This design comes from an exercise in tuning for small area on the open sky130 flow, not from production work. The RTL was checked by simulation tests, not by an equivalence proof against the original design. Power and IR drop assume default switching activity.

==> design/flow/design.v <==
`default_nettype none
package mipsPkg;
	localparam int QueueDepth = 4;	 
	localparam int CreditWidth = 3;	 
	localparam int QueuePtrWidth = $clog2(QueueDepth);
	localparam int RegCount = 32;
	localparam int RegAddrWidth = $clog2(RegCount);
	localparam int MemWords = 16;
	localparam int MemAddrWidth = $clog2(MemWords);	 
	localparam logic [5:0] OpRType = 6'b000000;
	localparam logic [5:0] OpAddi = 6'b001000;
	localparam logic [5:0] OpAddiu = 6'b001001;
	localparam logic [5:0] OpAndi = 6'b001100;
	localparam logic [5:0] OpOri = 6'b001101;
	localparam logic [5:0] OpXori = 6'b001110;
	localparam logic [5:0] OpSlti = 6'b001010;
	localparam logic [5:0] OpSltiu = 6'b001011;
	localparam logic [5:0] OpLui = 6'b001111;
	localparam logic [5:0] OpLw = 6'b100011;
	localparam logic [5:0] OpSw = 6'b101011;
	localparam logic [5:0] OpHalt = 6'b111111;
	localparam logic [5:0] AluAdd = 6'b100000;
	localparam logic [5:0] AluAddu = 6'b100001;
	localparam logic [5:0] AluSub = 6'b100010;
	localparam logic [5:0] AluAnd = 6'b100100;
	localparam logic [5:0] AluOr = 6'b100101;
	localparam logic [5:0] AluXor = 6'b100110;
	localparam logic [5:0] AluSlt = 6'b101010;
	localparam logic [5:0] AluSltu = 6'b101011;
	localparam logic [5:0] AluLui = 6'b001111;	 
	typedef struct packed {
		logic [5:0] op;
		logic [4:0] rs;
		logic [4:0] rt;
		logic [4:0] rd;
		logic [4:0] shamt;
		logic [5:0] funct;
	} rTypeFields;
	typedef struct packed {
		logic [5:0] op;
		logic [4:0] rs;
		logic [4:0] rt;
		logic [15:0] imm;
	} iTypeFields;
	typedef union packed {
		rTypeFields r;
		iTypeFields i;
	} instrWord;
endpackage
`default_nettype wire
`default_nettype none
module mipsCore (
	input  logic clk,
	input  logic rst,
	input  logic instrValid,
	input  logic [31:0] instr,
	output logic creditReturn,
	output logic wbValid,
	output logic [4:0] wbReg,
	output logic [31:0] wbData,
	output logic halted
);
	logic [2:0] ph;
	logic clr;		 
	logic act;		 
	logic wenP;		 
	logic carry;
	logic prevLoad, prevStore;	 
	logic [3:0] P;		 
	logic [3:0] addrR;
	logic [31:0] R;
	logic [31:1][31:0] rf;
	logic [15:0][31:0] dm;
	logic ph0, ph7;
	assign ph0 = (ph == 3'd0);
	assign ph7 = (ph == 3'd7);
	localparam logic [3:0] KZero = 4'd0, KAdd = 4'd1, KSub = 4'd2, KAnd = 4'd3,
		KOr = 4'd4, KXor = 4'd5, KSlt = 4'd6, KSltu = 4'd7, KSh16 = 4'd8,
		KLoad = 4'd9, KStore = 4'd10, KHalt = 4'd11, KNop = 4'd12;
	logic [3:0] inCls, inFk;
	always_comb
	begin
		case (instr[31:26])
			6'b000000: inCls = KZero;	 
			6'b001000, 6'b001001: inCls = KAdd;
			6'b001010: inCls = KSlt;
			6'b001011: inCls = KSltu;
			6'b001100: inCls = KAnd;
			6'b001101: inCls = KOr;
			6'b001110: inCls = KXor;
			6'b001111: inCls = KSh16;
			6'b100011: inCls = KLoad;
			6'b101011: inCls = KStore;
			6'b111111: inCls = KHalt;
			default: inCls = KNop;
		endcase
		case (instr[5:0])
			6'b100000, 6'b100001: inFk = KAdd;
			6'b100010: inFk = KSub;
			6'b100100: inFk = KAnd;
			6'b100101: inFk = KOr;
			6'b100110: inFk = KXor;
			6'b101010: inFk = KSlt;
			6'b101011: inFk = KSltu;
			6'b001111: inFk = KSh16;
			default: inFk = KZero;
		endcase
	end
	logic [29:0] inWord;
	assign inWord = {inCls, instr[25:4], (instr[31:26] == 6'b000000) ? inFk : instr[3:0]};
	logic [3:0][29:0] q;
	logic [1:0] wrPtr, rdPtr;
	logic [2:0] cnt, cntNext;
	logic pop;
	logic [29:0] head;
	assign head = q[rdPtr];
	assign pop = act && ph7;
	assign cntNext = cnt + {2'b0, instrValid} - {2'b0, pop};
	always_ff @(posedge clk)
		for (int k = 0; k < 4; k++)
			if (instrValid && wrPtr == 2'(k))
				q[k] <= inWord;
	logic [3:0] cls, kind;
	logic [4:0] rs, rt, rd, dest;
	logic [15:0] imm;
	assign cls = head[29:26];
	assign rs = head[25:21];
	assign rt = head[20:16];
	assign imm = head[15:0];
	assign rd = imm[15:11];
	logic isR, isLoad, isStore, isHalt, regWrite, useImm, sext;
	logic fAdd, fSub, fAnd, fOr, fXor, fSlt, fSltu, fSh16;
	always_comb
	begin
		isR = (cls == KZero);
		kind = isR ? imm[3:0] : cls;
		isLoad = (cls == KLoad);
		isStore = (cls == KStore);
		isHalt = (cls == KHalt);
		regWrite = !(isStore || isHalt || cls == KNop);
		useImm = !isR;
		sext = !(cls == KAnd || cls == KOr || cls == KXor);
		fAdd = (kind == KAdd);
		fSub = (kind == KSub);
		fAnd = (kind == KAnd);
		fOr = (kind == KOr);
		fXor = (kind == KXor);
		fSlt = (kind == KSlt);
		fSltu = (kind == KSltu);
		fSh16 = (kind == KSh16);
	end
	assign dest = isR ? rd : rt;
	logic [3:0] rsTap, rtTap, A, Bt, B, immNib;
	logic fwdA, fwdB;
	always_comb
	begin
		rsTap = '0;
		rtTap = '0;
		for (int i = 1; i < 32; i++)
		begin
			if (rs == 5'(i))
				rsTap = rf[i][3:0];
			if (rt == 5'(i))
				rtTap = rf[i][3:0];
		end
	end
	assign fwdA = wenP && (wbReg == rs);
	assign fwdB = wenP && (wbReg == rt);
	assign A = fwdA ? R[7:4] : rsTap;
	assign Bt = fwdB ? R[7:4] : rtTap;
	always_comb
		case (ph)
			3'd0: immNib = imm[3:0];
			3'd1: immNib = imm[7:4];
			3'd2: immNib = imm[11:8];
			3'd3: immNib = imm[15:12];
			default: immNib = {4{sext && imm[15]}};
		endcase
	assign B = useImm ? immNib : Bt;
	logic subm, cmpSigned;
	logic [3:0] aa, bb, res;
	logic [4:0] sum;
	logic lt;
	assign subm = fSub || fSlt || fSltu;
	assign cmpSigned = fSlt && ph7;	 
	assign aa = {A[3] ^ cmpSigned, A[2:0]};
	assign bb = {B[3] ^ cmpSigned, B[2:0]} ^ {4{subm}};
	assign sum = {1'b0, aa} + {1'b0, bb} + {4'b0, ph0 ? subm : carry};
	assign lt = !sum[4];
	always_comb
	begin
		res = '0;
		if (fAdd || fSub)
			res = sum[3:0];
		if (fAnd)
			res = A & B;
		if (fOr)
			res = A | B;
		if (fXor)
			res = A ^ B;
		if (fSh16)
			res = ph[2] ? R[23:20] : B;
		if (isStore)
			res = Bt;	 
	end
	logic [3:0] addrE, memTap;
	logic loadSel, storeSel;
	assign addrE = (ph == 3'd1) ? {sum[1:0], addrR[1:0]} : addrR;
	assign memTap = dm[addrE][3:0];
	assign loadSel = ph0 ? prevLoad : (act && isLoad);
	assign storeSel = ph0 ? prevStore : (act && isStore);
	logic haltNext;
	assign haltNext = halted || (act && isHalt);
	always_ff @(posedge clk)
	begin
		if (rst)
		begin
			ph <= '0;
			clr <= 1'b1;
			act <= 1'b0;
			wenP <= 1'b0;
			prevLoad <= 1'b0;
			prevStore <= 1'b0;
			halted <= 1'b0;
			creditReturn <= 1'b0;
			cnt <= '0;
			wrPtr <= '0;
			rdPtr <= '0;
		end
		else
		begin
			ph <= ph + 3'd1;
			creditReturn <= pop;
			cnt <= cntNext;
			if (instrValid)
				wrPtr <= wrPtr + 2'd1;
			if (pop)
				rdPtr <= rdPtr + 2'd1;
			if (ph7)
			begin
				clr <= 1'b0;
				halted <= haltNext;
				act <= !haltNext && (cntNext != '0);
				wenP <= act && regWrite && (dest != '0);
				prevLoad <= act && isLoad;
				prevStore <= act && isStore;
			end
		end
	end
	always_ff @(posedge clk)
	begin
		carry <= sum[4];
		P <= res;
		if (ph0)
			addrR[1:0] <= sum[3:2];
		if (ph == 3'd1)
			addrR[3:2] <= sum[1:0];
		if (ph7)
			wbReg <= dest;
		R[31:28] <= loadSel ? memTap : P;
		R[27:20] <= R[31:24];
		R[19:16] <= (fSh16 && ph[2]) ? 4'b0 : R[23:20];
		R[15:5] <= R[19:9];
		R[4] <= ((fSlt || fSltu) && ph7) ? lt : R[8];
		R[3:0] <= R[7:4];
	end
	assign wbValid = wenP && (ph == 3'd1);
	assign wbData = R;
	logic [3:0] rwd, mwd;
	logic [31:1] rwe;
	logic [15:0] mwe;
	assign rwd = clr ? 4'b0 : R[7:4];
	assign mwd = clr ? 4'b0 : P;
	always_comb
	begin
		for (int i = 1; i < 32; i++)
			rwe[i] = clr || (wenP && wbReg == 5'(i));
		for (int j = 0; j < 16; j++)
			mwe[j] = clr || (storeSel && addrE == 4'(j));
	end
	always_ff @(posedge clk)
	begin
		for (int i = 1; i < 32; i++)
			rf[i] <= {rwe[i] ? rwd : rf[i][3:0], rf[i][31:4]};
		for (int j = 0; j < 16; j++)
			dm[j] <= {mwe[j] ? mwd : dm[j][3:0], dm[j][31:4]};
	end
endmodule
`default_nettype wire
==> design/flow/flow/run.sh <==
#!/bin/bash
set -euo pipefail
HERE=$(pwd)
cp -r "$FLOW_HOME/scripts" "$HERE/scripts"
cp "$HERE/flow/abc_area.script" "$HERE/scripts/abc_area.script"
export SCRIPTS_DIR="$HERE/scripts"
export CTS_ARGS="-sink_clustering_enable -repair_clock_nets -sink_clustering_size 28 -sink_clustering_max_diameter 60"

bash standard.sh > standard.log 2>&1
==> design/flow/flow/abc_area.script <==
strash
&get -n
&dch -f
&nf -R 1000 -p
&put
topo
stime -c
==> design/flow/standard.sh <==
#!/bin/bash
# synth_recipe.tcl (not shown) runs the flow's synth.tcl, then flattens the netlist and writes it again
# the make line also repeats each setting of config.mk as NAME=value (left out here)
make -C /OpenROAD-flow-scripts/flow DESIGN_CONFIG=/design/flow/config.mk WORK_HOME=/design/flow/orfs CLKGATE_MAP_FILE= SYNTH_SCRIPT=/design/flow/synth_recipe.tcl "${@:-finish}"
==> design/flow/config.mk <==
export PLATFORM = sky130hd
export DESIGN_NAME = mipsCore
export DESIGN_NICKNAME = mipsCore
export VERILOG_FILES = /design/flow/design.v
export SDC_FILE = /design/flow/constraint.sdc
export NUM_CORES = 4
export LEC_CHECK = 0
export ABC_AREA = 1
export CAP_MARGIN = 20
export CORE_MARGIN = 2
export CORE_UTILIZATION = 40
export SLEW_MARGIN = 20
==> design/flow/constraint.sdc <==
create_clock -name core_clock -period 7.0 [get_ports {clk}]
set_input_delay 1.4000 -clock core_clock [delete_from_list [all_inputs] [get_ports {clk}]]
set_output_delay 1.4000 -clock core_clock [all_outputs]
set_load 0.01 [all_outputs]
==> results.yml, run 1 <==
timing:
  relSlewSlack_pct: 5.62
  fin_crit_sh_pct: 93.2
  fin_ws_ns: 0.478
  setup_viol: 0
  fin_setup_tns_ns: 0
  clock_skew_ns: 0.0541
  tightestPinTransition_ns: 1.42
  finalCriticalPeriod_ns: 6.52
  max_freq_ghz: 0.153
  timing.final.max_slew_violations: 0
  hold_viol: 0
yosys:
  avgSynthCellArea_um2: 14.1
  synth.distinct_cells: 54
  ys.warnings.count: 1
  synth_area_mm2: 0.0423
  synth-seq-cells: 1687
  netlist_instances: 3005
  ys.flop_type: "dfxtp_1"
  synthArstFlopShare_pct: 0
  synth_edf_count: 129
  yosysSeqAreaShare_pct: 82.9
  syn_nets: 3066
clocking:
  clock-sinks: 1687
  cts_tree: "yes"
  clk_latency_ns: 0.70
  clkSlewWorstSetupHoldPaths_ns: 0.10
  h-tree-depth: 3
  clockBufferDepth: 3
  cts_root_buf: "clkbuf_16"
  hold_buffers: 0
  numCtsBuffers: 90
critical_path:
  start_kind: "flip-flop"
  worstSetupPathType: "reg2reg"
  end_kind: "flip-flop"
  critPathArrivalTime_ns: 7.09
  ff2ff_setup_slack_ns: 0.48
  crit_top_cell: "a221oi_1"
  timing.rr.start: "rdPtr[0]"
  crit_fanout: 16
  cp_slowest_stage_delay_ns: 0.39
  critPathSlowestCell: "dfxtp_4"
  worstPathRequired_ns: 7.57
  crit_path_start: "rdPtr[0]"
floorplan:
  ios: 75
  die_w_um: 329
  core_area_mm2: 0.105
  die_area_mm2: 0.108
  rows: 119
  start_util_pct: 40.2
  die_h_um: 329
power:
  combPwrFrac_pct: 4.1
  clockPowerShare_pct: 36.8
  power_frac_seq_pct: 59.1
  power.total_w: 0.0167
  swShare_pct: 22.5
  p_sw_w: 0.00375
  ir_drop_mv: 0.274
  cellLeakagePower_nw: 18.4
  powerDensity_mw_per_mm2: 342
  p_int_w: 0.0130
drt:
  finalWirelength_mm: 79.9
  viasPerCell: 4.56
  drc: 0
  ant_nets: 0
  vias: 21400
  drtIter0Drc: 1870
  wl_per_cell_um: 17.0
  firstDrtPassIters: 6
placed_design:
  routabilityCongestion: 0.928
  post-dp-hpwl_mm: 53.3
  place_ws_ns: -0.00411
  port_buffers: 74
  placed_cells: 4530
  dpl_cell_area_mm2: 0.0453
finish:
  final_cells: 4696
  fin_area_mm2: 0.0488
  n_antenna_cell: 0
  drive_above_1_share_pct: 8.65
  fin_nets: 3296
  fillers: 9402
  syn2layout_area_growth_pct: 15.4
outcome:
  status: "no timing/DRC/antenna violations"
grt:
  grt_pass1_vias: 20600
  grt_usage_pct: 14.8
  antenna_found_initial: 0
  grt_overflow: 0
  grt_pass1_wl_mm: 122
  grt_max_degree: 34
min_path:
  min_from: "rf[620]"
  hold_path_class: "reg2reg"
run:
  cap_violations: 0
## power by group through the flow
| stage | Combinational (W) | Clock [W] | Sequential (W) |
|---|---|---|---|
| after detailed placement | 0.000633 | 0 | 0.0101 |
| after global routing | 0.000751 | 0.00670 | 0.00989 |
| final | 0.000685 | 0.00615 | 0.00988 |
| after CTS | 0.000641 | 0.00633 | 0.00988 |
| after global placement | 0.000632 | 0 | 0.0101 |
| after floorplan | 0.000314 | 0 | 0.0101 |
## synth_stat cells (all sizes together), types with 15 or more instances
| cell | n | area [um2] |
|---|---|---|
| mux4 | 22 | 495 |
| a211oi | 17 | 128 |
| a31oi | 29 | 181 |
| edfxtp | 129 | 3870 |
| nand3 | 67 | 335 |
| a22oi | 35 | 263 |
| nand2 | 401 | 1510 |
| nor2 | 130 | 488 |
| ha | 23 | 288 |
| a21oi | 55 | 275 |
| dfxtp | 1558 | 31200 |
| o21ai | 251 | 1260 |
| nor3 | 47 | 235 |
| nand2b | 21 | 131 |
| clkinv | 37 | 139 |
| nor2b | 15 | 93.8 |
## area by class of cell
cell class	count	area, um2	area share, %
clock buffers	99	2350	4.81
repair buffers	138	1230	2.53
flip-flops and latches	1687	35100	71.8
clock inverters	63	930	1.90
multi-input cells	1281	7360	15.1
well taps	1391	1740	3.57
inverters	37	139	0.285
## timing repair
| action | CTS | global route |
|---|---|---|
| endpoints found under the setup margin | 6 | 69 |
| pin swaps | 0 | 11 |
| setup buffers | 0 | 4 |
| gates resized for setup | 2 | 51 |
## placed cells by master, fill, tap and decap left out, types with 6 or more instances in the layout
cell type	count
a31oi_1	14
clkinvlp_4	7
dfxtp_1	1556
o21ai_0	244
mux4_2	22
a21oi_1	52
a221o_1	7
or3_1	8
edfxtp_1	129
a222oi_1	8
inv_6	12
a211oi_1	15
clkinv_8	10
nor3_1	44
nand3_1	67
a22oi_1	34
and2_0	8
buf_4	63
ha_1	23
a221oi_1	11
clkinv_1	37
a31oi_2	11
xnor2_1	10
nand2_1	401
inv_12	6
mux2i_1	11
o211ai_1	6
nand2b_1	18
inv_16	6
nor2_1	127
and3_1	8
xor2_1	7
bufinv_16	7
clkbuf_16	92
clkdlybuf4s50_1	74
a21o_1	8
nand4_1	6
nor2b_1	15
mux2_1	11
## logic make-up after synthesis
group                    synth area share, %
AO/OA/AOI/OAI                           6.39
XOR/XNOR                               0.352
adder cells (fa/ha/maj)                0.822
buffers and inverters                  0.328
flip-flops                              82.9
multiplexers                            1.82
AND/OR/NAND/NOR                         7.39
## registers in the layout, summed over array words and instances (netlist names)
signal	cells
cnt	3
prevStore	1
creditReturn	1
halted	1
wenP	1
carry	1
dm	512
rdPtr	2
P	4
ph	3
wrPtr	2
addrR	4
q	120
prevLoad	1
R	32
clr	1
wbReg	5
act	1
rf	992
## stage by stage
stage	utilization [%]	hold WS, ns
floorplan	-	0.310
global placement	43.1	0.310
detailed placement	43.1	0.312
CTS	46.2	0.305
global route	46.4	0.306
finish	46.4	0.303
## layer usage
layer  vias up  share of wire [%]  GRT usage [%]
met2       528                 42           21.8
li1      10600                  -              -
met5         -                  0              0
met1     10200                 50           21.8
met4         0                2.1           4.56
met3       128                5.9           3.32
## final timing paths
kind	depth (start not counted)	to
setup reg to reg	31	P[3]
setup / recovery	31	P[3]
hold reg to reg	0	rf[616]
hold / removal	0	rf[616]
## critical path: cells and delay by family, from the launching register on
kind / cells / cell delay, ns
buffers and inverters: 3 / 0.48
DFF: 1 / 0.39
adders and majority gates: 1 / 0.33
and+or+nand+nor: 7 / 0.88
muxes: 1 / 0.32
AOI/OAI and AO/OA: 17 / 3.63
xor gates and xnor gates: 2 / 0.38
==> inputs of run 2 (changes only) <==
==> design/flow/flow/run.sh (replaced) <==
#!/bin/bash
set -euo pipefail
HERE=$(pwd)
cp -r "$FLOW_HOME/scripts" "$HERE/scripts"
cp "$HERE/flow/abc_area.script" "$HERE/scripts/abc_area.script"
export SCRIPTS_DIR="$HERE/scripts"
export CTS_ARGS="-sink_clustering_enable -repair_clock_nets -sink_clustering_size 28 -sink_clustering_max_diameter 60 -dont_use_dummy_load"
export BUFFER_PORTS_ARGS="-buffer_cell sky130_fd_sc_hd__buf_1"
bash standard.sh > standard.log 2>&1
==> run 2 against run 1 <==
  * Register-to-register slack got worse by 0.05 ns
  * Routed wire length down 0.79%
  * Sequential share of layout area up 2.2 points
  * Sequential power hardly changed
  * Setup slack worse by 0.051 ns
  * Sequential cell count did not move
  * Fmax fell by 0.77%
  * Utilization shrank 1.4 points
  * First-iteration DRC count is 4.9% lower
  * Count of clock-buffer cells in the layout fell by 8
  * Worst hold slack worse by 0.040 ns
  * Global-route usage down 0.098 points
==> results.yml, run 2 <==
grt:
  grt_usage_pct: 14.7
  antenna_found_initial: 1
  grt_overflow: 0
  grt_pass1_vias: 20500
  grt_pass1_wl_mm: 121
  grt_max_degree: 33
critical_path:
  worstSetupPathType: "reg2reg"
  end_kind: "flip-flop"
  start_kind: "flip-flop"
  critPathTopFamily: "compound AO/OA/AOI/OAI gates"
  crit_buf_inv: 4
  cp_slowest_stage_delay_ns: 0.58
  critPathArrivalTime_ns: 7.14
  worstPathRequired_ns: 7.57
  crit_top_cell: "a21oi_1"
  worstSetupPathDepth: 36
  critPathSlowestCell: "fa_2"
  crit_fanout: 7
  ff2ff_path_depth: 36
finish:
  drive_above_1_share_pct: 7.01
  top_register: "rf"
  fin_nets: 3299
  utilization_pct: 45.1
  regArea_mm2: 0.0351
  largest_reg_flops: 992
  syn2layout_area_growth_pct: 12.0
  largest_registers: "rf x992, dm x512, q x120"
  fillers: 9483
  fin_area_mm2: 0.0474
  n_antenna_cell: 0
  mostFrequentLayoutCell: "dfxtp_1"
  multi_input_area_mm2: 0.00737
  final_cell_mix: "dfxtp_1 (1555), nand2_1 (400), o21ai_0 (244)"
drt:
  ant_nets: 0
  viasPerCell: 4.59
  firstDrtPassIters: 5
  vias: 21200
  drtIter0Drc: 1778
  finalWirelength_mm: 79.3
  drc: 0
  wl_per_cell_um: 17.1
floorplan:
  core_area_mm2: 0.105
  start_util_pct: 40.2
  die_area_mm2: 0.108
  die_w_um: 329
  rows: 119
  die_h_um: 329
  ios: 75
yosys:
  synthArstFlopShare_pct: 0
  syn_nets: 3066
  synth_area_mm2: 0.0423
  synth-seq-cells: 1687
  ys.flop_type: "dfxtp_1"
  synth.distinct_cells: 54
  synth_common_cells: "dfxtp_1 (1558), nand2_1 (401), o21ai_0 (251), nor2_1 (130), edfxtp_1 (129)"
  yosysMostFrequentCell: "dfxtp_1"
  netlist_instances: 3005
  avgSynthCellArea_um2: 14.1
  yosysSeqAreaShare_pct: 82.9
  synth_edf_count: 129
  synth_top_area_cell: "dfxtp_1"
  ys.warnings.count: 1
  yosys-top-cells-area: "dfxtp_1 (74%), edfxtp_1 (9.2%), nand2_1 (3.6%)"
  synth_top_area_share_pct: 73.7
clocking:
  clkSlewWorstSetupHoldPaths_ns: 0.10
  cts_tree: "yes"
  clk_latency_ns: 0.68
  hold_buffers: 0
  clockBufferDepth: 3
  h-tree-depth: 3
  cts_root_buf: "clkbuf_16"
  numCtsBuffers: 91
  clock-sinks: 1687
power:
  ir_drop_mv: 0.233
  power.total_w: 0.0155
  cellLeakagePower_nw: 17.8
  powerDensity_mw_per_mm2: 328
placed_design:
  place_ws_ns: -0.234
  routabilityCongestion: 0.923
  port_buffers: 74
  post-dp-hpwl_mm: 53.7
  dpl_cell_area_mm2: 0.0448
timing:
  timing.final.max_slew_violations: 0
  setup_viol: 0
  max_freq_ghz: 0.152
  fin_setup_tns_ns: 0
  fin_ws_ns: 0.427
  hold_viol: 0
  relSlewSlack_pct: 6.78
  fin_crit_sh_pct: 93.9
  tightestPinTransition_ns: 1.40
  clock_skew_ns: 0.118
  finalCriticalPeriod_ns: 6.57
min_path:
  hold_path_class: "reg2reg"
  hold_depth: 0
run:
  cap_violations: 0
outcome:
  status: "no timing/DRC/antenna violations"
-- run 2: logic make-up (layout without fill, tap and decap cells) --
logic type                 count (synthesis)  in the layout  synth area share, %
AOI/OAI and AO/OA                        458            458                 6.39
xor gates and xnor gates                  17             17                0.352
adders and majority gates                 26             26                0.822
buffers and inverters                     37            268                0.328
DFF                                     1687           1687                 82.9
muxes                                     48             48                 1.82
and+or+nand+nor                          732            732                 7.39
-- run 2: worst paths after layout --
path                                end  slack, ns      from
worst max-delay path              R[30]       0.43  rdPtr[0]
worst min-delay path            rf[962]       0.26   rf[966]
worst max register to register    R[30]       0.43  rdPtr[0]
worst min register to register  rf[962]       0.26   rf[966]
-- run 2: report_power, final --
part,switching [W],internal [W]
Combinational,0.000425,0.000208
Sequential,0.0000600,0.00982
Clock,0.00272,0.00231
-- run 2: cell type report --
type | instances | share of cell area [%]
Sequential cell | 1687 | 74.0
Inverter | 37 | 0.293
Clock buffer | 91 | 4.81
Tap cell | 1391 | 3.67
Multi-Input combinational cell | 1281 | 15.6
Timing Repair Buffer | 140 | 1.66
-- run 2: per-stage QoR --
step,cells,hold WS [ns]
after global placement,4528,0.309
after detailed placement,4528,0.312
after global routing,4627,0.259
final,4627,0.263
after floorplan,3005,0.310
after CTS,4619,0.257
-- run 2: routing by layer --
layer  global-route usage [%]  vias to the layer above  routed length (um)
met5                        0                        -                   0
met4                     4.56                        0                1940
met3                     3.00                      147                4590
met2                     21.9                      521               33400
met1                     21.6                     9992               39400
li1                         -                    10600                   -
-- run 2: what timing repair did --
item / CTS / global route
buffers inserted: 0 / 8
gates cloned: 0 / 0
setup endpoints to repair: 52 / 70
resized for setup: 1 / 60
pin swaps: 0 / 11
==> inputs of run 3 (changes only) <==
--- a/design/flow/design.v
+++ b/design/flow/design.v
@@ -113,7 +113,15 @@
 	logic [2:0] cnt, cntNext;
 	logic pop;
 	logic [29:0] head;
-	assign head = q[rdPtr];
+	logic [29:0][3:0] termQ;
+	always_comb
+	begin
+		for (int k = 0; k < 4; k++)
+			for (int b = 0; b < 30; b++)
+				termQ[b][k] = q[k][b] && (rdPtr == 2'(k));
+		for (int b = 0; b < 30; b++)
+			head[b] = |termQ[b];
+	end
 	assign pop = act && ph7;
 	assign cntNext = cnt + {2'b0, instrValid} - {2'b0, pop};
 	always_ff @(posedge clk)
@@ -152,16 +160,24 @@
 	assign dest = isR ? rd : rt;
 	logic [3:0] rsTap, rtTap, A, Bt, B, immNib;
 	logic fwdA, fwdB;
+	logic [31:1] selA, selB;
+	logic [3:0][31:1] termA, termB;
 	always_comb
 	begin
-		rsTap = '0;
-		rtTap = '0;
 		for (int i = 1; i < 32; i++)
 		begin
-			if (rs == 5'(i))
-				rsTap = rf[i][3:0];
-			if (rt == 5'(i))
-				rtTap = rf[i][3:0];
+			selA[i] = (rs == 5'(i));
+			selB[i] = (rt == 5'(i));
+			for (int b = 0; b < 4; b++)
+			begin
+				termA[b][i] = rf[i][b] && selA[i];
+				termB[b][i] = rf[i][b] && selB[i];
+			end
+		end
+		for (int b = 0; b < 4; b++)
+		begin
+			rsTap[b] = |termA[b];
+			rtTap[b] = |termB[b];
 		end
 	end
 	assign fwdA = wenP && (wbReg == rs);
@@ -206,7 +222,15 @@
 	logic [3:0] addrE, memTap;
 	logic loadSel, storeSel;
 	assign addrE = (ph == 3'd1) ? {sum[1:0], addrR[1:0]} : addrR;
-	assign memTap = dm[addrE][3:0];
+	logic [3:0][15:0] termM;
+	always_comb
+	begin
+		for (int j = 0; j < 16; j++)
+			for (int b = 0; b < 4; b++)
+				termM[b][j] = dm[j][b] && (addrE == 4'(j));
+		for (int b = 0; b < 4; b++)
+			memTap[b] = |termM[b];
+	end
 	assign loadSel = ph0 ? prevLoad : (act && isLoad);
 	assign storeSel = ph0 ? prevStore : (act && isStore);
 	logic haltNext;
==> design/flow/flow/run.sh (replaced) <==
#!/bin/bash
set -euo pipefail
HERE=$(pwd)
cp -r "$FLOW_HOME/scripts" "$HERE/scripts"
cp "$HERE/flow/abc_area.script" "$HERE/scripts/abc_area.script"
export SCRIPTS_DIR="$HERE/scripts"
export CTS_ARGS="-sink_clustering_enable -repair_clock_nets -sink_clustering_size 11 -sink_clustering_max_diameter 40 -buf_list sky130_fd_sc_hd__clkbuf_4 -dont_use_dummy_load"
export ADDER_MAP_FILE=""
export BUFFER_PORTS_ARGS="-buffer_cell sky130_fd_sc_hd__buf_1"
bash standard.sh > standard.log 2>&1
==> design/flow/flow/abc_area.script (replaced) <==
strash
&get -n
&dch -f
&nf -R 1000 -p
&put
strash
&get -n
&dch -f
&nf -R 1000 -p
&put
topo
stime -c
--- a/design/flow/config.mk
+++ b/design/flow/config.mk
@@ -8,5 +8,6 @@
 export ABC_AREA = 1
 export CAP_MARGIN = 20
 export CORE_MARGIN = 2
-export CORE_UTILIZATION = 40
+export CORE_UTILIZATION = 50
+export PLACE_DENSITY = 0.62
 export SLEW_MARGIN = 20
==> run 3 against run 2 <==
  * Still clean
  * Non-clock buffer count fell by 44
  * Die area fell by 22%
  * Utilization rose by 9.2 points
  * Register-to-register slack barely moved
  * Count of clock-buffer cells in the layout rose by 90
  * Synthesized cell count fell by 4.8%
  * First-iteration DRC count fell by 3.9%
  * Routed wire length rose by 11%
  * Fmax fell by 0.18%
  * Synthesized area fell by 2.4%
  * Sequential power fell by 0.7%
  * Sequential cell count did not move
  * Critical path type unchanged
  * Critical endpoint is now dm[412]
  * Largest cell class unchanged
  * Highest routed layer unchanged
==> results.yml, run 3 <==
outcome:
  status: "no timing/DRC/antenna violations"
yosys:
  synth_edf_count: 129
  synth_top_family_by_area: "compound AO/OA/AOI/OAI gates"
  ys.warnings.count: 1
  synthArstFlopShare_pct: 0
  synth-simple-area-share_pct: 6.85
  synth-adder-area-share_pct: 0.0727
  synth.distinct_cells: 47
  yosysMostFrequentCell: "dfxtp_1"
  synth_top_area_cell: "dfxtp_1"
  syn_nets: 2895
  yosysSeqAreaShare_pct: 84.9
  synth_area_mm2: 0.0413
  synth-seq-cells: 1687
  yosys-top-cells-area: "dfxtp_1 (76%), edfxtp_1 (9.4%), nand2_1 (2.9%)"
  synth_mux_area_share_pct: 0.0242
  synth_top_area_share_pct: 75.5
  synth_common_cells: "dfxtp_1 (1558), nand2_1 (314), o21ai_0 (208), nor2_1 (169), edfxtp_1 (129)"
  avgSynthCellArea_um2: 14.4
  netlist_instances: 2860
  synth-compound-area-share_pct: 7.53
  ys.flop_type: "dfxtp_1"
  synth_xor_area_share_pct: 0.530
floorplan:
  die_h_um: 291
  start_util_pct: 50.4
  die_area_mm2: 0.0849
  core_area_mm2: 0.0820
  ios: 75
  rows: 105
  die_w_um: 291
grt:
  antenna_found_initial: 3
  grt_usage_pct: 20.9
  grt_pass1_wl_mm: 131
  grt_pass1_vias: 21500
  grt_max_degree: 39
  grt_overflow: 0
timing:
  max_freq_ghz: 0.152
  finalCriticalPeriod_ns: 6.58
  relSlewSlack_pct: 26.6
  tightestPinTransition_ns: 1.10
  fin_setup_tns_ns: 0
  hold_viol: 0
  fin_ws_ns: 0.415
  clock_skew_ns: 0.151
  rsz0062_at_grt: "no"
  timing.final.max_slew_violations: 0
  setup_viol: 0
  fin_crit_sh_pct: 94.1
placed_design:
  dpl_cell_area_mm2: 0.0431
  post-dp-hpwl_mm: 60.2
  place_ws_ns: 0.525
  port_buffers: 74
  routabilityCongestion: 0.908
finish:
  fin_nets: 3174
  drive_above_1_share_pct: 6.85
  fin_area_mm2: 0.0445
  syn2layout_area_growth_pct: 7.74
  utilization_pct: 54.3
  mostFrequentLayoutCell: "dfxtp_1"
  final_cell_mix: "dfxtp_1 (1557), nand2_1 (314), o21ai_0 (207)"
  top_register: "rf"
  largest_reg_flops: 992
  largest_registers: "rf x992, dm x512, q x120"
drt:
  drc: 0
  vias: 21500
  firstDrtPassIters: 10
  highest_layer: "met4"
  wl_met2_mm: 39.8
  wl_met3_mm: 4.94
  viasPerCell: 5.10
  wl_per_cell_um: 20.9
  wl_met1_mm: 40.6
  finalWirelength_mm: 88.1
  drtIter0Drc: 1709
  ant_nets: 0
critical_path:
  ff2ff_path_depth: 20
  worstSetupPathType: "reg2reg"
  critPathArrivalTime_ns: 7.51
  ff2ff_setup_slack_ns: 0.42
  worstPathRequired_ns: 7.93
  start_kind: "flip-flop"
  crit_path_start: "rdPtr[0]"
  timing.rr.start: "rdPtr[0]"
  end_kind: "flip-flop"
  crit_end: "dm[412]"
  r2r_end: "dm[412]"
  crit_fanout: 10
power:
  powerDensity_mw_per_mm2: 312
  cellLeakagePower_nw: 16.6
  ir_drop_mv: 0.184
clocking:
  numCtsBuffers: 181
  h-tree-depth: 4
  postCtsSetupRepairBufs: 0
  clkSlewWorstSetupHoldPaths_ns: 0.10
  cts_tree: "yes"
  clk_latency_ns: 1.12
  clockBufferDepth: 3
  cts_root_buf: "clkbuf_4"
  clock-sinks: 1687
run:
  cap_violations: 0
min_path:
  hold_path_class: "reg2reg"
[run 3: logic make-up after synthesis]
family	Yosys count
compound gates	482
xor+xnor	25
fa+ha+maj	3
buf+inv	8
flops	1687
mux	1
simple gates	654
[run 3: what timing repair did]
action	4_1_cts	5_1_grt
hold buffers	0	0
gates resized for setup	0	3
setup endpoints to repair	0	10
[run 3: final cells by class]
class / count / area [um2]
multi-input combinational: 1165 / 6230
fill: 6872 / 37500
sequential: 1687 / 35100
timing repair buffer: 96 / 443
inverter: 8 / 30.0
clock buffer: 181 / 1360
antenna: 8 / 20.0
tap: 1070 / 1340
[run 3: worst min-delay path by stage]
stage                     startpoint  endpoint  slack, ns  depth (start not counted)
final                        rf[152]   rf[148]       0.23                          0
after global routing         rf[152]   rf[148]       0.21                          0
after CTS                    rf[152]   rf[148]       0.20                          0
after detailed placement     dm[123]   dm[119]       0.31                          0
after global placement       rf[692]   rf[688]       0.31                          0
after floorplan                dm[4]     dm[0]       0.31                          0
[run 3: worst max-delay path, cell delays in order, from the launching register on]
cell	delay, ns
dfxtp_1	0.37
and2_0	0.37
a221oi_1	0.39
buf_4	0.21
nand2b_1	0.49
nor2_1	0.27
a222oi_1	0.58
nand4_1	0.19
nor3_1	0.35
nor2_1	0.08
a21oi_1	0.34
a22oi_1	0.23
xnor2_1	0.20
maj3_1	0.43
xnor2_1	0.17
a21oi_1	0.59
nand2_1	0.24
nor3_1	0.47
a21oi_1	0.27
nand2_1	0.13
o21ai_0	0.09
[run 3: metrics by stage]
stage | instances | power [W] | hold slack [ns]
2_1_floorplan | 2860 | 0.0102 | 0.310
3_3_place_gp | 4026 | 0.0103 | 0.310
3_5_place_dp | 4026 | 0.0103 | 0.312
4_1_cts | 4207 | 0.0141 | 0.204
5_1_grt | 4214 | 0.0145 | 0.211
6_report | 4215 | 0.0139 | 0.226
[run 3: layer usage]
| layer | vias up | GRT usage (%) |
|---|---|---|
| met5 | - | 0 |
| met3 | 176 | 4.57 |
| met4 | 0 | 8.29 |
| met2 | 667 | 32.6 |
| met1 | 10300 | 28.5 |
| li1 | 10400 | - |
[run 3: power by group]
| group | leakage, nW | switching [W] | total (W) | internal [W] |
|---|---|---|---|---|
| Clock | 0.833 | 0.00264 | 0.00383 | 0.00119 |
| Combinational | 2.09 | 0.000183 | 0.000256 | 0.0000732 |
| Sequential | 13.7 | 0.0000422 | 0.00981 | 0.00977 |
| Total | 16.6 | 0.00286 | 0.0139 | 0.0110 |
==> inputs of run 4 (changes only) <==
==> design/flow/flow/run.sh (replaced) <==
#!/bin/bash
set -euo pipefail
HERE=$(pwd)
cp -r "$FLOW_HOME/scripts" "$HERE/scripts"
cp "$HERE/flow/abc_area.script" "$HERE/scripts/abc_area.script"
export SCRIPTS_DIR="$HERE/scripts"
export CTS_ARGS="-sink_clustering_enable -repair_clock_nets -sink_clustering_size 11 -sink_clustering_max_diameter 40 -buf_list sky130_fd_sc_hd__clkbuf_4 -dont_use_dummy_load"
export BUFFER_PORTS_ARGS="-buffer_cell sky130_fd_sc_hd__buf_1"
bash standard.sh > standard.log 2>&1
--- a/design/flow/config.mk
+++ b/design/flow/config.mk
@@ -8,6 +8,5 @@
 export ABC_AREA = 1
 export CAP_MARGIN = 20
 export CORE_MARGIN = 2
-export CORE_UTILIZATION = 50
-export PLACE_DENSITY = 0.62
+export CORE_UTILIZATION = 40
 export SLEW_MARGIN = 20
==> run 4 against run 3 <==
  * Global-route usage fell by 3.8 points
  * Die area grew 26%
  * Design area up 1.7%
  * Register-to-register slack better by 0.02 ns
  * Synthesized area grew 0.77%
  * Sequential share of layout area down 1.3 points
  * Non-clock buffer count increased by 3
  * Clock power increased by 1%
  * Sequential power up 0.4%
  * Fmax increased by 0.32%
  * First-iteration DRC count up 11%
  * Count of clock-buffer cells in the layout rose by 3
  * Critical path type unchanged
  * Critical endpoint is now dm[413]
  * Largest cell class unchanged
  * Highest routed layer unchanged
==> results.yml, run 4 <==
clocking:
  cts_tree: "yes"
  clockBufferDepth: 3
  clk_latency_ns: 1.12
  clkSlewWorstSetupHoldPaths_ns: 0.11
  clock-sinks: 1687
  postCtsSetupRepairBufs: 0
  cts_root_buf: "clkbuf_4"
  h-tree-depth: 4
  numCtsBuffers: 184
  hold_buffers: 0
yosys:
  synth_top_area_cell: "dfxtp_1"
  yosysMostFrequentCell: "dfxtp_1"
  synth-seq-cells: 1687
  ys.flop_type: "dfxtp_1"
  synth_top_area_share_pct: 75.0
  ys.warnings.count: 1
  netlist_instances: 2881
  synth.distinct_cells: 43
  synthArstFlopShare_pct: 0
  synth_common_cells: "dfxtp_1 (1558), nand2_1 (312), o21ai_0 (211), nor2_1 (157), edfxtp_1 (129)"
  synth_edf_count: 129
  syn_nets: 2946
  synth_area_mm2: 0.0416
  yosysSeqAreaShare_pct: 84.3
  yosys-top-cells-area: "dfxtp_1 (75%), edfxtp_1 (9.3%), nand2_1 (2.8%)"
  avgSynthCellArea_um2: 14.4
floorplan:
  die_h_um: 327
  rows: 118
  die_area_mm2: 0.107
  die_w_um: 327
  core_area_mm2: 0.103
  start_util_pct: 40.3
  ios: 75
run:
  cap_violations: 0
power:
  p_sw_w: 0.00296
  combPwrFrac_pct: 2.4
  p_int_w: 0.0111
  cellLeakagePower_nw: 16.9
  swShare_pct: 21.1
  power_frac_seq_pct: 70.0
  powerDensity_mw_per_mm2: 311
  clockPowerShare_pct: 27.5
  ir_drop_mv: 0.188
drt:
  wl_per_cell_um: 19.9
  drc: 0
  drtIter0Drc: 1894
  vias: 21600
  ant_nets: 0
  firstDrtPassIters: 8
  viasPerCell: 4.76
  finalWirelength_mm: 90.7
critical_path:
  worstPathRequired_ns: 7.86
  crit_chain: "clkinv_1, ha_1, a222oi_1, a21boi_0, buf_4, nor2_1, nand2_1, nor2_1, a22o_1, a221oi_1, nand4_1, nand4b_1, mux2i_1, clkinv_1, fa_1, clkinv_1, fa_1, o21ai_0, nand2_1, nor3_1, a21oi_1, nand2_1, o21ai_0"
  r2r_end: "dm[413]"
  critPathTopFamily: "compound AO/OA/AOI/OAI gates"
  critPathArrivalTime_ns: 7.42
  end_kind: "flip-flop"
  ff2ff_setup_slack_ns: 0.44
  ff2ff_path_depth: 23
  crit_fanout: 14
  critPathSlowestCell: "nor3_1"
  worstSetupPathDepth: 23
  worstSetupPathType: "reg2reg"
  cp_slowest_stage_delay_ns: 0.59
  timing.rr.start: "rdPtr[1]"
  start_kind: "flip-flop"
  crit_buf_inv: 4
timing:
  fin_ws_ns: 0.436
  relSlewSlack_pct: 26.0
  setup_viol: 0
  timing.final.max_slew_violations: 0
  fin_crit_sh_pct: 93.8
  clock_skew_ns: 0.235
  tightestPinTransition_ns: 1.11
  finalCriticalPeriod_ns: 6.56
  hold_viol: 0
  fin_setup_tns_ns: 0
  rsz0062_at_grt: "no"
  max_freq_ghz: 0.152
finish:
  utilization_pct: 43.8
  mostFrequentLayoutCell: "dfxtp_1"
  fin_nets: 3231
  largest_registers: "rf x992, dm x512, q x120"
  largest_reg_flops: 992
  syn2layout_area_growth_pct: 8.68
  drive_above_1_share_pct: 6.83
  final_cell_mix: "dfxtp_1 (1557), nand2_1 (312), o21ai_0 (211)"
  final_cells: 4548
  fillers: 9449
  top_register: "rf"
min_path:
  holdPathEnd: "rf[74]"
  min_from: "rf[78]"
  hold_path_class: "reg2reg"
  hold_depth: 0
grt:
  grt_pass1_vias: 20800
  grt_usage_pct: 17.0
  antenna_found_initial: 3
  grt_overflow: 0
  grt_max_degree: 57
  grt_pass1_wl_mm: 133
outcome:
  status: "no timing/DRC/antenna violations"
placed_design:
  port_buffers: 74
  routabilityCongestion: 1.01
  placed_cells: 4360
  post-dp-hpwl_mm: 62.3
  place_ws_ns: 0.564
-- run 4: changes by cell type in the layout (fill, tap and decap cells not counted), sizes merged, moves of 4 or more --
cell     before  now
clkinv        8   29
a22oi        91  111
ha            0   27
nor2        169  157
a222oi       37   43
a21oi        57   47
xnor2        15   10
a31oi         5    9
a2111oi       5    0
mux2i         1    6
a221oi       28   20
diode         8    4
-- run 4: per-stage QoR --
stage / hold slack, ns / instance area (um2) / total power [W]
floorplan: 0.310 / 41600 / 0.0103
global placement: 0.310 / 43800 / 0.0104
detailed placement: 0.312 / 43800 / 0.0104
CTS: 0.158 / 45200 / 0.0143
global route: 0.174 / 45200 / 0.0147
finish: 0.177 / 45200 / 0.0141
-- run 4: cell type report --
cell class                 count  area [um2]  area share [%]
antenna                        4        10.0          0.0221
clock buffer                 184        1380            3.05
inverter                      29         109           0.241
multi-input combinational   1165        6460            14.3
sequential                  1687       35100            77.5
tap                         1380        1730            3.82
timing repair buffer          99         465            1.03
-- run 4: how the worst max path moves through the flow --
stage	start	to	slack, ns
final	rdPtr[1]	dm[413]	0.44
after detailed placement	rdPtr[1]	dm[414]	0.56
after CTS	rdPtr[0]	dm[30]	0.54
after floorplan	rdPtr[0]	R[29]	1.11
after global routing	rdPtr[0]	dm[414]	0.003
after global placement	rdPtr[1]	R[29]	0.56
-- run 4: power by group through the flow --
stage                     Combinational (W)  Clock (W)  Sequential (W)
after floorplan                    0.000196          0          0.0101
final                              0.000340    0.00387         0.00985
after detailed placement           0.000336          0          0.0101
after global routing               0.000374    0.00446         0.00986
after global placement             0.000333          0          0.0101
after CTS                          0.000338    0.00408         0.00985
-- run 4: layer usage --
layer,part of all wire [%],vias to the layer above,global-route usage (%)
li1,-,10400,-
met1,49,10300,24.5
met2,42,740,24.7
met3,6.5,178,3.97
met4,3.0,0,7.08
met5,0,-,0
-- run 4: logic make-up after synthesis --
logic type	after synthesis	synth area share, %
buffers and inverters	29	0.262
AOI/OAI and AO/OA	481	7.48
xor gates and xnor gates	17	0.358
adders and majority gates	30	0.956
and+or+nand+nor	631	6.53
muxes	6	0.144
DFF	1687	84.3
-- run 4: what timing repair did --
| action | CTS | global route |
|---|---|---|
| resized for setup | 0 | 1 |
| setup endpoints to repair | 0 | 3 |
| hold endpoints to repair | 0 | 0 |
==> inputs of run 5 (changes only) <==
--- a/design/flow/design.v
+++ b/design/flow/design.v
@@ -109,8 +109,7 @@
 	logic [29:0] inWord;
 	assign inWord = {inCls, instr[25:4], (instr[31:26] == 6'b000000) ? inFk : instr[3:0]};
 	logic [3:0][29:0] q;
-	logic [1:0] wrPtr, rdPtr;
-	logic [2:0] cnt, cntNext;
+	logic [2:0] wrPtr, rdPtr, wrPtrNext, rdPtrNext;	 
 	logic pop;
 	logic [29:0] head;
 	logic [29:0][3:0] termQ;
@@ -118,15 +117,16 @@
 	begin
 		for (int k = 0; k < 4; k++)
 			for (int b = 0; b < 30; b++)
-				termQ[b][k] = q[k][b] && (rdPtr == 2'(k));
+				termQ[b][k] = q[k][b] && (rdPtr[1:0] == 2'(k));
 		for (int b = 0; b < 30; b++)
 			head[b] = |termQ[b];
 	end
 	assign pop = act && ph7;
-	assign cntNext = cnt + {2'b0, instrValid} - {2'b0, pop};
+	assign wrPtrNext = wrPtr + {2'b0, instrValid};
+	assign rdPtrNext = rdPtr + {2'b0, pop};
 	always_ff @(posedge clk)
 		for (int k = 0; k < 4; k++)
-			if (instrValid && wrPtr == 2'(k))
+			if (instrValid && wrPtr[1:0] == 2'(k))
 				q[k] <= inWord;
 	logic [3:0] cls, kind;
 	logic [4:0] rs, rt, rd, dest;
@@ -247,7 +247,6 @@
 			prevStore <= 1'b0;
 			halted <= 1'b0;
 			creditReturn <= 1'b0;
-			cnt <= '0;
 			wrPtr <= '0;
 			rdPtr <= '0;
 		end
@@ -255,16 +254,13 @@
 		begin
 			ph <= ph + 3'd1;
 			creditReturn <= pop;
-			cnt <= cntNext;
-			if (instrValid)
-				wrPtr <= wrPtr + 2'd1;
-			if (pop)
-				rdPtr <= rdPtr + 2'd1;
+			wrPtr <= wrPtrNext;
+			rdPtr <= rdPtrNext;
 			if (ph7)
 			begin
 				clr <= 1'b0;
 				halted <= haltNext;
-				act <= !haltNext && (cntNext != '0);
+				act <= !haltNext && (wrPtrNext != rdPtrNext);
 				wenP <= act && regWrite && (dest != '0);
 				prevLoad <= act && isLoad;
 				prevStore <= act && isStore;
==> design/flow/flow/run.sh (replaced) <==
#!/bin/bash
set -euo pipefail
HERE=$(pwd)
cp -r "$FLOW_HOME/scripts" "$HERE/scripts"
cp "$HERE/flow/abc_area.script" "$HERE/scripts/abc_area.script"
export SCRIPTS_DIR="$HERE/scripts"
export CTS_ARGS="-sink_clustering_enable -repair_clock_nets -sink_clustering_size 12 -sink_clustering_max_diameter 40 -buf_list sky130_fd_sc_hd__buf_4 -dont_use_dummy_load"
export ADDER_MAP_FILE=""
export BUFFER_PORTS_ARGS="-buffer_cell sky130_fd_sc_hd__buf_1"
bash standard.sh > standard.log 2>&1
--- a/design/flow/config.mk
+++ b/design/flow/config.mk
@@ -8,5 +8,6 @@
 export ABC_AREA = 1
 export CAP_MARGIN = 20
 export CORE_MARGIN = 2
-export CORE_UTILIZATION = 40
+export CORE_UTILIZATION = 50
+export PLACE_DENSITY = 0.62
 export SLEW_MARGIN = 20
==> run 5 against run 4 <==
  * First-iteration DRC count fell by 19%
  * Design area down 2.0%
  * Global-route usage increased by 4.5 points
  * Synthesized cell count decreased by 1.5%
  * Routed wire length shrank 0.81%
  * Cell count decreased by 8.2%
  * Still clean on timing, DRC and antenna
  * Critical path type unchanged
  * Sequential cell count is 1 lower
==> results.yml, run 5 <==
outcome:
  status: "no timing/DRC/antenna violations"
finish:
  largest_reg_flops: 992
  mostFrequentLayoutCell: "dfxtp_1"
  final_cell_mix: "dfxtp_1 (1556), nand2_1 (292), o21ai_0 (204)"
  fin_nets: 3139
  syn2layout_area_growth_pct: 7.45
  top_register: "rf"
  utilization_pct: 54.2
  fillers: 6790
  largest_registers: "rf x992, dm x512, q x120"
  drive_above_1_share_pct: 6.42
  fin_area_mm2: 0.0443
yosys:
  synth.distinct_cells: 43
  yosysSeqAreaShare_pct: 85.0
  synth_mux_area_share_pct: 0.0273
  synth_area_mm2: 0.0412
  syn_nets: 2874
  synth_edf_count: 129
  synth-compound-area-share_pct: 7.65
  synth-adder-area-share_pct: 0.0243
  ys.flop_type: "dfxtp_1"
  synth_top_area_cell: "dfxtp_1"
  ys.warnings.count: 1
  netlist_instances: 2839
  synth_top_family_by_area: "compound AO/OA/AOI/OAI gates"
  synth_common_cells: "dfxtp_1 (1557), nand2_1 (292), o21ai_0 (204), nor2_1 (166), edfxtp_1 (129)"
  yosys-top-cells-area: "dfxtp_1 (76%), edfxtp_1 (9.4%), nand2_1 (2.7%)"
  synth_top_area_share_pct: 75.6
  yosysMostFrequentCell: "dfxtp_1"
  synth_xor_area_share_pct: 0.595
  synthArstFlopShare_pct: 0
  synth-seq-cells: 1686
  avgSynthCellArea_um2: 14.5
  synth-simple-area-share_pct: 6.70
timing:
  relSlewSlack_pct: 21.6
  tightestPinTransition_ns: 1.16
  fin_crit_sh_pct: 90.5
  rsz0062_at_grt: "no"
  fin_setup_tns_ns: 0
  hold_viol: 0
  timing.final.max_slew_violations: 0
  whs_ns: 0.228
  max_freq_ghz: 0.158
  setup_viol: 0
  clock_skew_ns: 0.200
  finalCriticalPeriod_ns: 6.33
clocking:
  postCtsSetupRepairBufs: 0
  h-tree-depth: 4
  numCtsBuffers: 170
  cts_tree: "yes"
  clk_latency_ns: 0.95
  clkSlewWorstSetupHoldPaths_ns: 0.10
  clock-sinks: 1686
  clockBufferDepth: 3
  post_cts_resized: 0
  cts_root_buf: "buf_4"
  hold_buffers: 0
power:
  p_sw_w: 0.00287
  p_int_w: 0.0111
  combPwrFrac_pct: 2.0
  swShare_pct: 20.6
  power_frac_seq_pct: 70.4
  powerDensity_mw_per_mm2: 315
  cellLeakagePower_nw: 16.7
  clockPowerShare_pct: 27.6
  ir_drop_mv: 0.196
floorplan:
  die_h_um: 291
  start_util_pct: 50.4
  rows: 105
  die_w_um: 291
  die_area_mm2: 0.0848
  ios: 75
  core_area_mm2: 0.0818
run:
  cap_violations: 0
drt:
  finalWirelength_mm: 90.0
  vias: 21400
  drtIter0Drc: 1538
  drc: 0
  wl_per_cell_um: 21.5
  viasPerCell: 5.13
  ant_nets: 0
  firstDrtPassIters: 8
grt:
  grt_pass1_wl_mm: 134
  grt_max_degree: 56
  grt_usage_pct: 21.5
  grt_overflow: 0
  grt_pass1_vias: 21700
  antenna_found_initial: 2
placed_design:
  dpl_cell_area_mm2: 0.0430
  port_buffers: 74
  routabilityCongestion: 0.902
  post-dp-hpwl_mm: 61.6
critical_path:
  end_kind: "flip-flop"
  start_kind: "flip-flop"
  r2r_end: "R[28]"
  crit_fanout: 11
  timing.rr.start: "rdPtr[0]"
  ff2ff_path_depth: 26
  critPathArrivalTime_ns: 7.14
  worstSetupPathType: "reg2reg"
  ff2ff_setup_slack_ns: 0.67
  worstPathRequired_ns: 7.80
min_path:
  hold_path_class: "reg2reg"
  holdPathEnd: "rf[691]"
  hold_depth: 0
  min_from: "rf[695]"
run 5: changes by cell type in the layout (fill, tap and decap cells not counted), sizes merged, moves of 10 or more:
cell	delta
a22o	+10
a22oi	-22
ha	-27
buf	+164
nand2	-20
clkinv	-24
clkbuf	-184
run 5: power by group through the flow:
stage                     registers (W)  clock network [W]  logic [W]
after CTS                       0.00982            0.00402   0.000281
after detailed placement         0.0100                  0   0.000280
after global routing            0.00983            0.00441   0.000310
final                           0.00982            0.00385   0.000283
after floorplan                  0.0100                  0   0.000160
after global placement           0.0100                  0   0.000276
run 5: how the worst max path moves through the flow:
stage | start | to | slack, ns | cells after the start
2_1_floorplan | rdPtr[0] | R[28] | 1.52 | 24
4_1_cts | rdPtr[0] | R[28] | 0.60 | 26
3_5_place_dp | rdPtr[0] | R[28] | 0.58 | 26
6_report | rdPtr[0] | R[28] | 0.67 | 26
5_1_grt | rdPtr[0] | R[28] | 0.04 | 26
3_3_place_gp | rdPtr[0] | R[28] | 0.68 | 25
run 5: final cells by class:
class	instances	area, um2	share of cell area, %
Antenna cell	5	12.5	0.0282
Clock buffer	170	1280	2.88
Inverter	5	18.8	0.0423
Multi-Input combinational cell	1148	6210	14.0
Sequential cell	1686	35000	79.1
Tap cell	1070	1340	3.02
Timing Repair Buffer	93	420	0.949
run 5: logic make-up (layout without fill, tap and decap cells):
kind of cell,count (synthesis),after routing
and+or+nand+nor,637,637
muxes,1,1
adders and majority gates,1,1
xor gates and xnor gates,28,28
other,0,5
DFF,1686,1686
AOI/OAI and AO/OA,481,481
buffers and inverters,5,268
run 5: metrics by stage:
stage | power [W] | instances | worst slack, ns
6_report | 0.0140 | 4177 | 0.668
5_1_grt | 0.0146 | 4176 | 0.0447
4_1_cts | 0.0141 | 4172 | 0.600
3_5_place_dp | 0.0103 | 4002 | 0.584
3_3_place_gp | 0.0103 | 4002 | 0.676
2_1_floorplan | 0.0102 | 2839 | 1.52
run 5: worst max-delay path, cell delays in order (launching register included):
cell and delay, ns:
dfxtp_1 0.46, and2_1 0.43, a22oi_1 0.18, and2_0 0.23, nand2_1 0.32, nor2_1 0.19, a22oi_1 0.25, nand3_1 0.11
a221oi_1 0.46, nand4_1 0.16, nor2_1 0.35, nor2_1 0.10, a21oi_1 0.23, a22oi_1 0.20, xor2_1 0.25, nand2_1 0.10
a21oi_1 0.25, xor2_1 0.17, buf_4 0.15, nor2_1 0.05, or2_0 0.24, nand2_1 0.15, nor2_1 0.12, a222oi_1 0.51
nand4_1 0.13, nand4b_1 0.18, mux2_1 0.31
run 5: layer usage:
layer	vias up	wire length [um]	GRT usage, %
li1	10200	-	-
met1	10300	39200	27.4
met2	724	42800	35.4
met3	196	4390	4.03
met4	0	3600	10.3
met5	-	0	0
==> inputs of run 6 (changes only) <==
==> design/flow/flow/abc_area.script (replaced) <==
strash
&get -n
&dch -f -C 10000
&nf -R 1000 -p -C 32 -F 8 -A 8
&put
strash
&get -n
&dch -f -C 10000
&nf -R 1000 -p -C 32 -F 8 -A 8
&put
strash
&get -n
&dch -f -C 10000
&nf -R 1000 -p -C 32 -F 8 -A 8
&put
topo
stime -c
==> run 6 against run 5 <==
  * Still clean on timing, DRC and antenna
  * First-iteration DRC count grew 39%
  * Total power grew 0.21%
  * Clock power barely moved
  * Largest cell class unchanged
  * Count of clock-buffer cells in the layout grew 1
  * Fmax fell by 5.1%
  * Critical path type unchanged
  * Global-route usage decreased by 0.60 points
  * Combinational power barely moved
  * Setup slack lost 0.34 ns
  * Via count shrank 1.1%
==> results.yml, run 6 <==
timing:
  clock_skew_ns: 0.149
  rsz0062_at_grt: "no"
  tightestPinTransition_ns: 1.02
  max_freq_ghz: 0.150
  fin_setup_tns_ns: 0
  hold_viol: 0
  fin_ws_ns: 0.327
  timing.final.max_slew_violations: 0
  setup_viol: 0
  relSlewSlack_pct: 31.8
  finalCriticalPeriod_ns: 6.67
  fin_crit_sh_pct: 95.3
yosys:
  synth_top_area_cell: "dfxtp_1"
  synth-simple-area-share_pct: 6.34
  synth_top_family_by_area: "compound AO/OA/AOI/OAI gates"
  avgSynthCellArea_um2: 14.6
  synth_mux_area_share_pct: 0.0518
  synth_top_area_share_pct: 75.8
  synth-adder-area-share_pct: 0.0244
  synth_xor_area_share_pct: 0.554
  synth_common_cells: "dfxtp_1 (1557), nand2_1 (299), o21ai_0 (214), nor2_1 (181), edfxtp_1 (129)"
  ys.flop_type: "dfxtp_1"
  yosys-top-cells-area: "dfxtp_1 (76%), edfxtp_1 (9.4%), nand2_1 (2.7%)"
  synth-seq-cells: 1686
  syn_nets: 2849
  synth.distinct_cells: 50
  ys.warnings.count: 1
  netlist_instances: 2814
  yosysSeqAreaShare_pct: 85.3
  yosysMostFrequentCell: "dfxtp_1"
  synth_area_mm2: 0.0411
  synthArstFlopShare_pct: 0
  synth-compound-area-share_pct: 7.67
  synth_edf_count: 129
floorplan:
  die_w_um: 291
  ios: 75
  die_area_mm2: 0.0845
  die_h_um: 291
  start_util_pct: 50.3
  core_area_mm2: 0.0817
  rows: 105
power:
  ir_drop_mv: 0.188
  cellLeakagePower_nw: 16.6
  powerDensity_mw_per_mm2: 316
finish:
  top_register: "rf"
  utilization_pct: 54.1
  mostFrequentLayoutCell: "dfxtp_1"
  fin_area_mm2: 0.0442
  syn2layout_area_growth_pct: 7.59
  regArea_mm2: 0.0350
  fillers: 6815
  largest_registers: "rf x992, dm x512, q x120"
  largest_reg_flops: 992
  fin_nets: 3118
  drive_above_1_share_pct: 6.62
  final_cell_mix: "dfxtp_1 (1556), nand2_1 (299), o21ai_0 (214)"
  multi_input_area_mm2: 0.00605
clocking:
  numCtsBuffers: 171
  hold_buffers: 0
  clk_latency_ns: 0.92
  post_cts_resized: 0
  postCtsSetupRepairBufs: 0
  clkSlewWorstSetupHoldPaths_ns: 0.10
  h-tree-depth: 4
  cts_tree: "yes"
  clockBufferDepth: 3
  cts_root_buf: "buf_4"
  clock-sinks: 1686
drt:
  firstDrtPassIters: 9
  ant_nets: 0
  finalWirelength_mm: 87.7
  vias: 21200
  wl_per_cell_um: 21.1
  drc: 0
  viasPerCell: 5.10
  drtIter0Drc: 2144
critical_path:
  ff2ff_path_depth: 22
  start_kind: "flip-flop"
  critPathArrivalTime_ns: 7.50
  crit_fanout: 10
  end_kind: "flip-flop"
  r2r_end: "R[31]"
  worstPathRequired_ns: 7.82
  worstSetupPathType: "reg2reg"
  timing.rr.start: "rdPtr[0]"
  ff2ff_setup_slack_ns: 0.33
min_path:
  min_from: "dm[281]"
  hold_path_class: "reg2reg"
  holdPathEnd: "dm[277]"
  hold_depth: 0
placed_design:
  post-dp-hpwl_mm: 59.8
  port_buffers: 74
  routabilityCongestion: 0.951
  dpl_cell_area_mm2: 0.0429
  place_ws_ns: 0.619
grt:
  grt_max_degree: 56
  grt_usage_pct: 20.9
  grt_pass1_vias: 21100
  antenna_found_initial: 3
  grt_pass1_wl_mm: 131
  grt_overflow: 0
outcome:
  status: "no timing/DRC/antenna violations"
run:
  cap_violations: 0
==> run 6: cell types whose count changed in the layout (fill, tap and decap cells not counted), sizes merged, moves of 8 or more <==
cell / change
a222oi: +40
o21ai: +10
nor2: +15
nand2b: -9
a22o: -15
o22ai: +8
nor3: -32
a22oi: -42
a221oi: -13
==> run 6: logic make-up after synthesis <==
kind of cell | count (synthesis)
AO/OA/AOI/OAI | 474
adder cells (fa/ha/maj) | 1
AND/OR/NAND/NOR | 614
buffers and inverters | 11
multiplexers | 2
flip-flops | 1686
XOR/XNOR | 26
==> run 6: critical path: stages, from the launching register on <==
cell	delay, ns
dfxtp_1	0.46
and2_0	0.53
a222oi_1	0.23
nand2_1	0.24
or2_0	0.59
nor2_1	0.31
a222oi_1	0.70
nand3_1	0.34
nor3_1	0.25
a41oi_1	0.41
nand2b_1	0.32
nand2_1	0.06
nand2_1	0.08
xnor2_1	0.33
nand2_1	0.12
o21ai_0	0.19
nand2_1	0.18
nor3_1	0.54
a22oi_1	0.21
nand3_1	0.13
a221oi_1	0.07
a31oi_1	0.19
a21o_1	0.12
==> run 6: routing by layer <==
metal  routed length (um)  part of all wire (%)  global-route usage [%]
met1                40000                    46                    28.2
met3                 4630                   5.3                    4.08
met2                40000                    46                    33.3
met5                    0                     0                       0
met4                 3020                   3.4                    8.56
==> run 6: how the worst max path moves through the flow <==
stage	from	end	depth (start not counted)
final	rdPtr[0]	R[31]	22
after global routing	rdPtr[0]	R[29]	25
after CTS	rdPtr[0]	R[29]	21
after detailed placement	rdPtr[0]	R[31]	22
after global placement	rdPtr[0]	R[31]	21
after floorplan	rdPtr[0]	R[29]	22
==> run 6: layout make-up <==
type	instances	share of cell area, %
well taps	1070	3.03
multi-input cells	1117	13.7
flip-flops and latches	1686	79.2
repair buffers	96	1.03
clock buffers	171	2.90
diodes	4	0.0226
inverters	11	0.0934
==> run 6: per-stage QoR <==
step	hold WS (ns)	power (W)	instances
after floorplan	0.310	0.0102	2814
after global placement	0.309	0.0103	3979
after detailed placement	0.312	0.0103	3979
after CTS	0.237	0.0142	4150
after global routing	0.259	0.0146	4155
final	0.255	0.0140	4155
==> run 6: report_power, final <==
part           switching, W  leakage (nW)  internal [W]
logic              0.000206          2.05     0.0000761
registers         0.0000488          13.7       0.00978
clock network       0.00264         0.822       0.00124
total               0.00290          16.6        0.0111
==> inputs of run 7 (changes only) <==
==> design/flow/flow/run.sh (replaced) <==
#!/bin/bash
set -euo pipefail
HERE=$(pwd)
cp -r "$FLOW_HOME/scripts" "$HERE/scripts"
cp "$HERE/flow/abc_area.script" "$HERE/scripts/abc_area.script"
export SCRIPTS_DIR="$HERE/scripts"
export CTS_ARGS="-sink_clustering_enable -repair_clock_nets -sink_clustering_size 13 -sink_clustering_max_diameter 40 -buf_list sky130_fd_sc_hd__buf_4 -dont_use_dummy_load"
export ADDER_MAP_FILE=""
export BUFFER_PORTS_ARGS="-buffer_cell sky130_fd_sc_hd__buf_1"
bash standard.sh > standard.log 2>&1
==> design/flow/flow/abc_area.script (replaced) <==
strash
&get -n
&dch -f
&nf -R 1000 -p
&put
strash
&get -n
&dch -f
&nf -R 1000 -p
&put
topo
stime -c
--- a/design/flow/config.mk
+++ b/design/flow/config.mk
@@ -8,6 +8,6 @@
 export ABC_AREA = 1
 export CAP_MARGIN = 20
 export CORE_MARGIN = 2
-export CORE_UTILIZATION = 50
-export PLACE_DENSITY = 0.62
+export CORE_UTILIZATION = 55
+export PLACE_DENSITY = 0.66
 export SLEW_MARGIN = 20
==> run 7 against run 6 <==
  * Setup slack improved by 0.37 ns
  * Critical endpoint is now R[28]
  * Critical path depth increased by 2
  * Largest cell class unchanged
  * Fmax increased by 5.8%
  * Synthesized cell count increased by 0.89%
  * Critical path type unchanged
  * Via count increased by 0.13%
  * Total power decreased by 0.87%
  * Worst hold slack got worse by 0.0020 ns
  * Combinational power about the same
  * Sequential share of layout area increased by 0.23 points
  * Cell count decreased by 2.3%
  * Global-route usage increased by 2.2 points
==> results.yml, run 7 <==
finish:
  final_cell_mix: "dfxtp_1 (1556), nand2_1 (292), o21ai_0 (204)"
  syn2layout_area_growth_pct: 6.90
  top_register: "rf"
  drive_above_1_share_pct: 6.05
  largest_registers: "rf x992, dm x512, q x120"
  utilization_pct: 59.3
  mostFrequentLayoutCell: "dfxtp_1"
critical_path:
  critPathArrivalTime_ns: 7.05
  worstSetupPathType: "reg2reg"
  crit_fanout: 12
  ff2ff_path_depth: 24
  timing.rr.start: "rdPtr[0]"
  start_kind: "flip-flop"
  end_kind: "flip-flop"
  ff2ff_setup_slack_ns: 0.69
placed_design:
  post-dp-hpwl_mm: 61.2
  place_ws_ns: 0.782
  placed_cells: 3899
yosys:
  synth_edf_count: 129
  ys.warnings.count: 1
  synth-seq-cells: 1686
  synthArstFlopShare_pct: 0
  avgSynthCellArea_um2: 14.5
  synth_top_area_cell: "dfxtp_1"
  ys.flop_type: "dfxtp_1"
  netlist_instances: 2839
  synth_area_mm2: 0.0412
  syn_nets: 2874
grt:
  grt_max_degree: 36
  grt_pass1_wl_mm: 131
  grt_overflow: 0
  grt_pass1_vias: 21200
  grt_usage_pct: 23.1
  antenna_found_initial: 3
power:
  p_sw_w: 0.00285
  power_frac_seq_pct: 70.9
  p_int_w: 0.0110
  ir_drop_mv: 0.243
  swShare_pct: 20.6
  cellLeakagePower_nw: 16.6
  clockPowerShare_pct: 27.1
drt:
  finalWirelength_mm: 88.3
  ant_nets: 0
  viasPerCell: 5.23
  vias: 21200
  drtIter0Drc: 1705
clocking:
  clockBufferDepth: 3
  postCtsSetupRepairBufs: 0
  clkSlewWorstSetupHoldPaths_ns: 0.10
  hold_buffers: 0
  post_cts_resized: 0
  clock-sinks: 1686
  numCtsBuffers: 160
  cts_root_buf: "buf_4"
floorplan:
  start_util_pct: 55.5
  die_area_mm2: 0.0772
  die_w_um: 278
  core_area_mm2: 0.0743
  ios: 75
  die_h_um: 278
  rows: 100
timing:
  finalCriticalPeriod_ns: 6.31
  hold_viol: 0
  clock_skew_ns: 0.168
  fin_crit_sh_pct: 90.1
  rsz0062_at_grt: "no"
  fin_setup_tns_ns: 0
min_path:
  hold_path_class: "reg2reg"
  holdPathEnd: "rf[210]"
  hold_depth: 0
outcome:
  status: "no timing/DRC/antenna violations"
==> run 7: cell types whose count changed after synthesis, moves of 4 or more <==
cell      before  now
xnor2_1       10   14
a22oi_1       47   89
a222oi_1      82   42
a21boi_0      14    9
a22o_1        10   25
o21ai_0      214  204
nand2b_1      18   27
clkinv_1      11    5
nor3_1        18   50
nand2_1      299  292
nor2_1       181  166
o22ai_1        9    1
a221oi_1      16   29
==> run 7: how the worst max path moves through the flow <==
stage,from,end,slack [ns],cells past startpoint
floorplan,rdPtr[0],R[28],1.52,24
global placement,rdPtr[0],R[28],0.98,24
detailed placement,rdPtr[0],R[28],0.78,24
CTS,rdPtr[0],R[28],0.69,24
global route,rdPtr[0],R[28],0.17,25
finish,rdPtr[0],R[28],0.69,24
==> run 7: area by class of cell <==
class | count | area (um2)
flip-flops and latches | 1686 | 35000
fillers | 5899 | 30200
multi-input cells | 1148 | 6210
well taps | 969 | 1210
clock buffers | 160 | 1200
repair buffers | 91 | 405
inverters | 5 | 18.8
diodes | 1 | 2.50
==> run 7: logic make-up after synthesis <==
logic type	synth area share, %
xor+xnor	0.595
buf+inv	0.0455
flops	85.0
mux	0.0273
fa+ha+maj	0.0243
simple gates	6.70
compound gates	7.65
==> run 7: worst max-delay path: stages, from the launching register on <==
cell and delay (ns):
dfxtp_1 0.46, and2_0 0.56, a22oi_1 0.22, and2_0 0.25, nand2_1 0.30, nor3_1 0.21
a22o_1 0.28, a221oi_1 0.37, nand4_1 0.13, nor2_1 0.23, nor2_1 0.07, a21oi_1 0.26
a22oi_1 0.22, xor2_1 0.26, nand2_1 0.10, a21oi_1 0.25, xor2_1 0.27, nor2_1 0.08
or2_0 0.24, nand2_1 0.18, nor2_1 0.13, a222oi_1 0.47, nand4_1 0.13, nand4b_1 0.18
mux2_1 0.31
==> run 7: through the flow <==
step	total power, W	hold WS (ns)
finish	0.0139	0.253
global route	0.0144	0.245
CTS	0.0140	0.242
detailed placement	0.0103	0.312
global placement	0.0103	0.310
floorplan	0.0102	0.310
==> run 7: layer usage <==
metal	share of wire (%)	GRT usage, %	wire (um)
met1	43	29.2	38300
met2	48	39.0	42800
met3	4.4	4.20	3880
met4	3.8	10.0	3370
met5	0	0	0
==> run 7: power by group through the flow <==
stage,combinational [W],sequential (W),clock (W)
6_report,0.000281,0.00982,0.00376
5_1_grt,0.000308,0.00983,0.00427
4_1_cts,0.000279,0.00982,0.00391
3_5_place_dp,0.000277,0.0100,0
3_3_place_gp,0.000273,0.0100,0
2_1_floorplan,0.000160,0.0100,0

Check on run 7: ideal ports give 0.694 ns setup slack; a clkbuf_16 on the clock port and buf_2 on the inputs give 0.694 ns; moving port delays by the midpoint clock arrival (0.907 ns) as well gives 0.694 ns.
